Background: an optimization exercise with open tools, aiming at small area, a short achievable clock period and few clock cycles per item. Do not read the settings as production practice.
Function was checked by simulation only, so behaviour that the tests miss may differ from the original.
Power and IR drop assume default switching activity.

--- flow/run.sh ---
#!/bin/bash
# synth_recipe.tcl (not shown) runs the flow's synth.tcl, then flattens the netlist and writes it again
# the make line also repeats each setting of config.mk as NAME=value (left out here)
make -C /OpenROAD-flow-scripts/flow DESIGN_CONFIG=/design/flow/config.mk WORK_HOME=/design/flow/orfs CLKGATE_MAP_FILE= SYNTH_SCRIPT=/design/flow/synth_recipe.tcl finish
--- flow/constraint.sdc ---
create_clock -name core_clock -period 8.0 [get_ports {clk}]
set_input_delay 1.6000 -clock core_clock [delete_from_list [all_inputs] [get_ports {clk}]]
set_output_delay 1.6000 -clock core_clock [all_outputs]
set_load 0.01 [all_outputs]
--- flow/config.mk ---
export PLATFORM = sky130hd
export DESIGN_NAME = windowed_distance_averager_top
export DESIGN_NICKNAME = windowed_distance_averager_top
export VERILOG_FILES = /design/flow/design.v
export SDC_FILE = /design/flow/constraint.sdc
export NUM_CORES = 4
export LEC_CHECK = 0
export CAP_MARGIN = 20
export CORE_MARGIN = 2
export CORE_UTILIZATION = 40
export SLEW_MARGIN = 20
export SYNTH_MEMORY_MAX_BITS = 16384
--- flow/design.v ---
`default_nettype none
package wda_pkg;
  localparam int NUM_AP_DEF = 8;
  localparam int WINDOW_DEF = 8;
  localparam int VALUE_W = 32;
  localparam int FILL_W  = 4;
  localparam int REQ_W = 1 + 3 + 3 * (VALUE_W + 1) + 1;
  localparam int RSP_W = 3 * VALUE_W + FILL_W;
  localparam int NUM_EST   = 3;
  localparam int EST_IFFT  = 0;
  localparam int EST_PHASE = 1;
  localparam int EST_RTT   = 2;
  typedef enum logic {
    CMD_STORE = 1'b0,
    CMD_QUERY = 1'b1
  } cmd_t;
  typedef enum logic [2:0] {
    ST_CLEAR,
    ST_IDLE,
    ST_WALK,
    ST_PREP,
    ST_DIV,
    ST_DONE
  } state_t;
  typedef struct packed {
    cmd_t                       command;
    logic [2:0]                 ap_index;
    logic signed [VALUE_W-1:0]  ifft_value;
    logic                       ifft_valid;
    logic signed [VALUE_W-1:0]  phase_value;
    logic                       phase_valid;
    logic signed [VALUE_W-1:0]  rtt_value;
    logic                       rtt_valid;
    logic                       end_of_report;
  } req_t;
  typedef struct packed {
    logic signed [VALUE_W-1:0]  ifft_average;
    logic signed [VALUE_W-1:0]  phase_average;
    logic signed [VALUE_W-1:0]  rtt_average;
    logic [FILL_W-1:0]          fill_count;
  } rsp_t;
  typedef struct packed {
    logic                       valid;
    logic signed [VALUE_W-1:0]  value;
  } est_t;
  typedef est_t [NUM_EST-1:0] entry_t;
endpackage
`default_nettype wire
`default_nettype none
import wda_pkg::*;
module windowed_distance_averager_top #(
  parameter int NUM_AP = wda_pkg::NUM_AP_DEF,
  parameter int WINDOW = wda_pkg::WINDOW_DEF
) (
  input  logic                       clk,
  input  logic                       rst,
  input  logic                       req_valid,
  output logic                       req_stall,
  input  logic [wda_pkg::REQ_W-1:0]  req,
  output logic                       rsp_valid,
  input  logic                       rsp_stall,
  output logic [wda_pkg::RSP_W-1:0]  rsp
);
  wda_pkg::req_t rq;
  wda_pkg::rsp_t rs;
  assign rq  = req;
  assign rsp = rs;
  localparam int DEPTH  = NUM_AP * WINDOW;
  localparam int ADDR_W = (DEPTH > 1) ? $clog2(DEPTH) : 1;
  localparam int SLOT_W = (WINDOW > 1) ? $clog2(WINDOW) : 1;
  localparam int CNT_W  = $clog2(WINDOW + 1);
  localparam int SUM_W  = VALUE_W + $clog2(WINDOW + 1);
  localparam int DIV_CW = $clog2(SUM_W + 1);
  localparam int EST_W   = VALUE_W + 1;
  localparam int ENTRY_W = NUM_EST * EST_W;
  wda_pkg::state_t              state, state_next;
  logic [ADDR_W-1:0]   clr_addr;
  logic [SLOT_W-1:0]   write_slot;
  logic [CNT_W-1:0]    filled;
  logic [CNT_W-1:0]    fill_next;
  logic [ADDR_W-1:0]   base;
  logic [CNT_W-1:0]    walk_n;
  logic [CNT_W-1:0]    walk_idx;
  logic                pend;
  logic [DIV_CW-1:0]   div_cnt;
  logic [ENTRY_W-1:0]  mem [DEPTH];
  logic [ENTRY_W-1:0]  mem_q;
  logic [ENTRY_W-1:0]  mem_wdata;
  logic [ADDR_W-1:0]   mem_addr;
  logic                mem_we;
  logic                issue;
  logic                accept;
  logic                ap_ok;
  logic                is_store;
  logic                st_we;
  logic                rsp_load;
  logic [ADDR_W-1:0]   req_base;
  logic signed [SUM_W-1:0] sum  [NUM_EST];
  logic [CNT_W-1:0]        cnt  [NUM_EST];
  logic [SUM_W-1:0]        dvd  [NUM_EST];
  logic [CNT_W-1:0]        rem  [NUM_EST];
  logic                    neg  [NUM_EST];
  logic [SUM_W-1:0]        dvd_next [NUM_EST];
  logic [CNT_W-1:0]        rem_next [NUM_EST];
  logic [CNT_W:0]          trial    [NUM_EST];
  logic [SUM_W-1:0]        q_signed [NUM_EST];
  logic [VALUE_W-1:0]      avg      [NUM_EST];
  always_comb begin
    state_next = state;
    case (state)
      ST_CLEAR: begin
        if (clr_addr == ADDR_W'(DEPTH - 1)) state_next = ST_IDLE;
      end
      ST_IDLE: begin
        if (accept && rq.command == CMD_QUERY) state_next = ST_WALK;
      end
      ST_WALK: begin
        if (walk_idx == walk_n && !pend) state_next = ST_PREP;
      end
      ST_PREP: state_next = ST_DIV;
      ST_DIV: begin
        if (div_cnt == DIV_CW'(SUM_W - 1)) state_next = ST_DONE;
      end
      ST_DONE: begin
        if (!rsp_valid || !rsp_stall) state_next = ST_IDLE;
      end
      default: state_next = ST_CLEAR;
    endcase
  end
  always_comb begin
    req_stall = (state != ST_IDLE) || (rsp_valid && rsp_stall);
    accept    = req_valid && !req_stall;
    ap_ok     = 5'(rq.ap_index) < 5'(NUM_AP);
    is_store  = accept && rq.command == CMD_STORE;
    st_we     = is_store && ap_ok;
    issue     = (state == ST_WALK) && (walk_idx != walk_n);
    mem_we    = st_we || (state == ST_CLEAR);
    rsp_load  = is_store || ((state == ST_DONE) && (!rsp_valid || !rsp_stall));
    req_base  = ADDR_W'(rq.ap_index) * ADDR_W'(WINDOW);
    if (state == ST_CLEAR) begin
      mem_addr = clr_addr;
    end else if (state == ST_IDLE) begin
      mem_addr = req_base + ADDR_W'(write_slot);
    end else begin
      mem_addr = base + ADDR_W'(walk_idx[SLOT_W-1:0]);
    end
    if (state == ST_CLEAR) begin
      mem_wdata = '0;
    end else begin
      mem_wdata[EST_IFFT*EST_W  +: EST_W] = {rq.ifft_valid, rq.ifft_value};
      mem_wdata[EST_PHASE*EST_W +: EST_W] = {rq.phase_valid, rq.phase_value};
      mem_wdata[EST_RTT*EST_W   +: EST_W] = {rq.rtt_valid, rq.rtt_value};
    end
    fill_next = filled;
    if (is_store && rq.end_of_report && filled < CNT_W'(WINDOW)) begin
      fill_next = filled + CNT_W'(1);
    end
  end
  always_ff @(posedge clk) begin
    if (mem_we) mem[mem_addr] <= mem_wdata;
    if (issue) mem_q <= mem[mem_addr];
  end
  always_comb begin
    for (int j = 0; j < NUM_EST; j++) begin
      trial[j] = {rem[j], dvd[j][SUM_W-1]};
      if (trial[j] >= {1'b0, cnt[j]}) begin
        rem_next[j] = CNT_W'(trial[j] - {1'b0, cnt[j]});
        dvd_next[j] = {dvd[j][SUM_W-2:0], 1'b1};
      end else begin
        rem_next[j] = trial[j][CNT_W-1:0];
        dvd_next[j] = {dvd[j][SUM_W-2:0], 1'b0};
      end
      q_signed[j] = neg[j] ? -dvd[j] : dvd[j];
      avg[j]      = (cnt[j] == '0) ? '0 : q_signed[j][VALUE_W-1:0];
    end
  end
  always_ff @(posedge clk) begin
    if (rst) begin
      state      <= ST_CLEAR;
      clr_addr   <= '0;
      write_slot <= '0;
      filled     <= '0;
      rsp_valid  <= 1'b0;
      walk_idx   <= '0;
      pend       <= 1'b0;
      div_cnt    <= '0;
    end else begin
      state  <= state_next;
      filled <= fill_next;
      if (state == ST_CLEAR) clr_addr <= clr_addr + ADDR_W'(1);
      if (is_store && rq.end_of_report) begin
        write_slot <= (write_slot == SLOT_W'(WINDOW - 1)) ? '0 : write_slot + SLOT_W'(1);
      end
      if (rsp_load) begin
        rsp_valid <= 1'b1;
      end else if (!rsp_stall) begin
        rsp_valid <= 1'b0;
      end
      if (accept) begin
        walk_idx <= '0;
        pend     <= 1'b0;
      end else if (state == ST_WALK) begin
        pend <= issue;
        if (issue) walk_idx <= walk_idx + CNT_W'(1);
      end
      if (state == ST_PREP) begin
        div_cnt <= '0;
      end else if (state == ST_DIV) begin
        div_cnt <= div_cnt + DIV_CW'(1);
      end
    end
  end
  always_ff @(posedge clk) begin
    if (accept) begin
      base   <= req_base;
      walk_n <= ap_ok ? filled : '0;
    end
    for (int j = 0; j < NUM_EST; j++) begin
      if (accept) begin
        sum[j] <= '0;
        cnt[j] <= '0;
      end else if (state == ST_WALK && pend && mem_q[j*EST_W + VALUE_W]) begin
        sum[j] <= sum[j] + {{(SUM_W - VALUE_W){mem_q[j*EST_W + VALUE_W-1]}}, mem_q[j*EST_W +: VALUE_W]};
        cnt[j] <= cnt[j] + CNT_W'(1);
      end
      if (state == ST_PREP) begin
        neg[j] <= sum[j][SUM_W-1];
        dvd[j] <= sum[j][SUM_W-1] ? SUM_W'(-sum[j]) : SUM_W'(sum[j]);
        rem[j] <= '0;
      end else if (state == ST_DIV) begin
        dvd[j] <= dvd_next[j];
        rem[j] <= rem_next[j];
      end
    end
    if (rsp_load) begin
      if (is_store) begin
        rs.ifft_average  <= '0;
        rs.phase_average <= '0;
        rs.rtt_average   <= '0;
        rs.fill_count    <= FILL_W'(fill_next);
      end else begin
        rs.ifft_average  <= avg[EST_IFFT];
        rs.phase_average <= avg[EST_PHASE];
        rs.rtt_average   <= avg[EST_RTT];
        rs.fill_count    <= FILL_W'(filled);
      end
    end
  end
endmodule
`default_nettype wire
==> run summary <==
## cell families (layout without fill, tap and decap cells)
logic type               count (synthesis)  count (layout)
AO/OA/AOI/OAI                         4638            4638
multiplexers                            21              21
buffers and inverters                  970            1989
AND/OR/NAND/NOR                       1577            1577
flip-flops                            6813            6813
adder cells (fa/ha/maj)                141             141
XOR/XNOR                               298             298
other                                    0              12
## per-layer routing
metal  up-vias  track usage  routed length [um]
met5         -            0                 512
met4        40       0.0769               29700
met3      1706       0.0737              120000
met2     11500        0.396              384000
met1     79100        0.368              330000
li1      61600            -                   -
## power groups by stage
stage | clock network [mW] | logic [mW] | registers [mW]
6_report | 31.0 | 42.4 | 48.7
5_1_grt | 32.5 | 44.1 | 48.9
4_1_cts | 31.1 | 41.5 | 48.7
3_5_place_dp | 0 | 41.4 | 49.4
3_3_place_gp | 0 | 40.9 | 49.4
2_1_floorplan | 0 | 22.0 | 49.6
## stage by stage
stage                     cells  area (um^2)
final                     23900       292000
after global routing      23900       292000
after CTS                 23800       292000
after detailed placement  22600       270000
after global placement    22600       270000
after floorplan           14500       254000
## tightest hold or removal path, stage by stage (launching register included)
cell and delay, ns:
dfxtp_1 0.33, nand2_1 0.05, o31ai_1 0.05
## cell usage in the layout (no fill, tap or decap), types with 227 or more instances in the layout
master,n
a22oi_1,2950
xor2_1,227
nand2_1,409
a41oi_1,531
nand4_1,235
nor2_1,236
clkbuf_16,680
buf_4,298
a21oi_1,347
edfxtp_1,6653
o21ai_0,248
## layout make-up
cell class | count | area share
sequential | 6813 | 0.696
timing repair buffer | 717 | 0.0296
multi-input combinational | 6675 | 0.165
antenna | 12 | 0.000103
tap | 8379 | 0.0359
clock inverter | 373 | 0.0123
inverter | 66 | 0.000887
clock buffer | 833 | 0.0603
## state kept, by name (all words and copies together), names as in the netlist, 4 cells and up
register and cells:
clr_addr 6, walk_idx 4, dvd 108, rs 100, filled 4, div_cnt 6, cnt 12, walk_n 4
mem 6336, mem_q 99, rem 12, sum 108
## worst max-delay path by stage
stage,startpoint,end,slack [ns],cells after the start
CTS,req[101],mem[7][30]$_DFFE_PP_,2.24,7
global placement,req[100],mem[34][43]$_DFFE_PP_,1.08,7
floorplan,req[102],mem[16][0]$_DFFE_PP_,0.36,6
detailed placement,req[101],mem[7][85]$_DFFE_PP_,1.08,7
global route,req[101],mem[7][72]$_DFFE_PP_,2.23,7
finish,req[100],mem[7][72]$_DFFE_PP_,2.16,7
==> out/metrics.cfg <==
[clock_tree]
htree_levels=6
clkTransAtPathRegs_ns=0.06
ctsResizeCount=0
cts-root-buf=clkbuf_16
numCtsBuffers=665
clk_path_buf_depth=4
worstSkewPairLatency_ns=1.13
cts_hold_buf=0
cts_tree=yes
cts_setup_buffers=0
clock-sinks=6813

[detailed_routing]
ant_nets=0
dr.pass1.iters=7
wl_per_cell_um=36.2
initialDrtViolationCount=26700
drc=0
via_per_inst=6.45
num_vias=154000
routed_wirelength_um=864000

[sta]
fin_ws_ns=2.16
max_slew_margin=0.152
fin_skew_ns=0.0497
hold_viol=0
fin_crit_sh=0.730
setup_viol=0
tns_ns=0
slew_violations=0
max_freq_mhz=171
whs_ns=0.465
rsz0062_at_grt=no
period_needed_ns=5.84
tightest_slew_ns=1.27

[synth]
synth_warnings=11
synthDominantCellAreaShare=0.788
synthAdderAreaFrac=0.00714
synth_cell_types=78
yosysTopAreaCell=edfxtp_1
synth_common_cells=6653 x edfxtp_1, 2950 x a22oi_1, 758 x clkbuf_1
syn_area_mm2=0.254
synthMuxAreaShare=0.000834
synth-xor-area-share=0.0103
syn_inst=14500
synth.most_common_cell=edfxtp_1
yosys-top-cells-area=edfxtp_1 79%, a22oi_1 8.7%, a41oi_1 1.8%
avgSynthCellArea_um2=17.5
synth_simple_gate_area_share=0.0313
synth_top_family_by_area=compound AO/OA/AOI/OAI gates
syn-num-nets=14700
ys_ff_latch=6813
synth_edf_count=6653
ys_async_sr_fraction=0
synth-seq-area-share=0.801
synth_ff_type=edfxtp_1
synth_compound_area_frac=0.135

[outcome]
status=finished clean

[worst_setup_path]
r2r_slack_ns=2.25
cp_top_family=simple AND/OR/NAND/NOR gates
reg2regPathDepth=6
r2r-end=mem[7][72]$_DFFE_PP_
worst_setup_path_start_kind=input port
cp_num_buf_inv=2
path_cells=clkdlybuf4s50_1 > mux2i_2 > a21oi_1 > nor2_1 > nand3_1 > nor2_4 > buf_12
critPathMaxFanout=38
r2r_start=state[0]$_SDFFE_PP0P_
crit_required_ns=8.73
criticalPathCategory=in2reg
cpPeakStageDelay_ns=1.06
cp.arrival_ns=6.56
end_kind=flip-flop
crit_slowest_cell=nor2_4

[power]
p_comb_frac=0.348
power_density_mw_per_mm2=418
ir_drop_mv=0.672
p_switching_mw=46.4
p_int_mw=75.7
power.share.switching=0.380
seqPwrFrac=0.399
power.clock.fraction=0.254
p_leak_nw=89.7
totalPowerFinal_mw=122

[placement]
pre_cts_slack_ns=1.08
port_buffers=209
hpwlAfterDp_um=446000
gp_congestion=0.829

[floorplan]
dieArea_mm2=0.640
die_w_um=800
ios=210
row_count=292
core_area_mm2=0.632
initial_utilization=0.401
die_h_um=800

[grt]
grt_usage=0.261
grt_pass1_vias=143000
antenna_found_initial=48
grt_overflow=0
grt_start_max_net_pins=126
grt_pass1_wl_um=1180000

[final_layout]
fin_util=0.462
regArea_mm2=0.203
fillCellCount=53100
area_growth_pct=15.1
fin_nets=15200
drive_gt1_frac=0.107
multi_input_area_mm2=0.0483

[run]
cap_violations=0

[min_path]
whs_path_depth=2
hold_path_end=rem[2][3]$_SDFFE_PP0P_
hold_path_class=reg2reg
min_from=rem[2][3]$_SDFFE_PP0P_

Testbench counts, summed over its fixed seeds: cycles 69,540, items 3,781.

re-timing with driven ports:
No port has a modelled driver above. Below, the same layout with a new extraction and two added sets of constraints. Step 1 assumes that a clkbuf_16 drives the clock port and a buf_2 every other input. Step 2, shift: input delay + t, output delay - t, t = (earliest + latest rising clock arrival at the registers) / 2. This alone moves slack from input paths to output paths. a / b / c = ideal ports / drivers / drivers and shift; a / b = the first two.
t (ns): 1.239
setup WS [ns]: 2.162 / 2.252 / 1.037
slew at the worst register clock pin (ns): 0.07 / 0.07
worst slew at a driven data input, ns: 0.10
After both steps setup and hold are still met in this run. For this run, drivers alone change the setup slack by +0.090 ns; drivers and shift together by -1.125 ns.
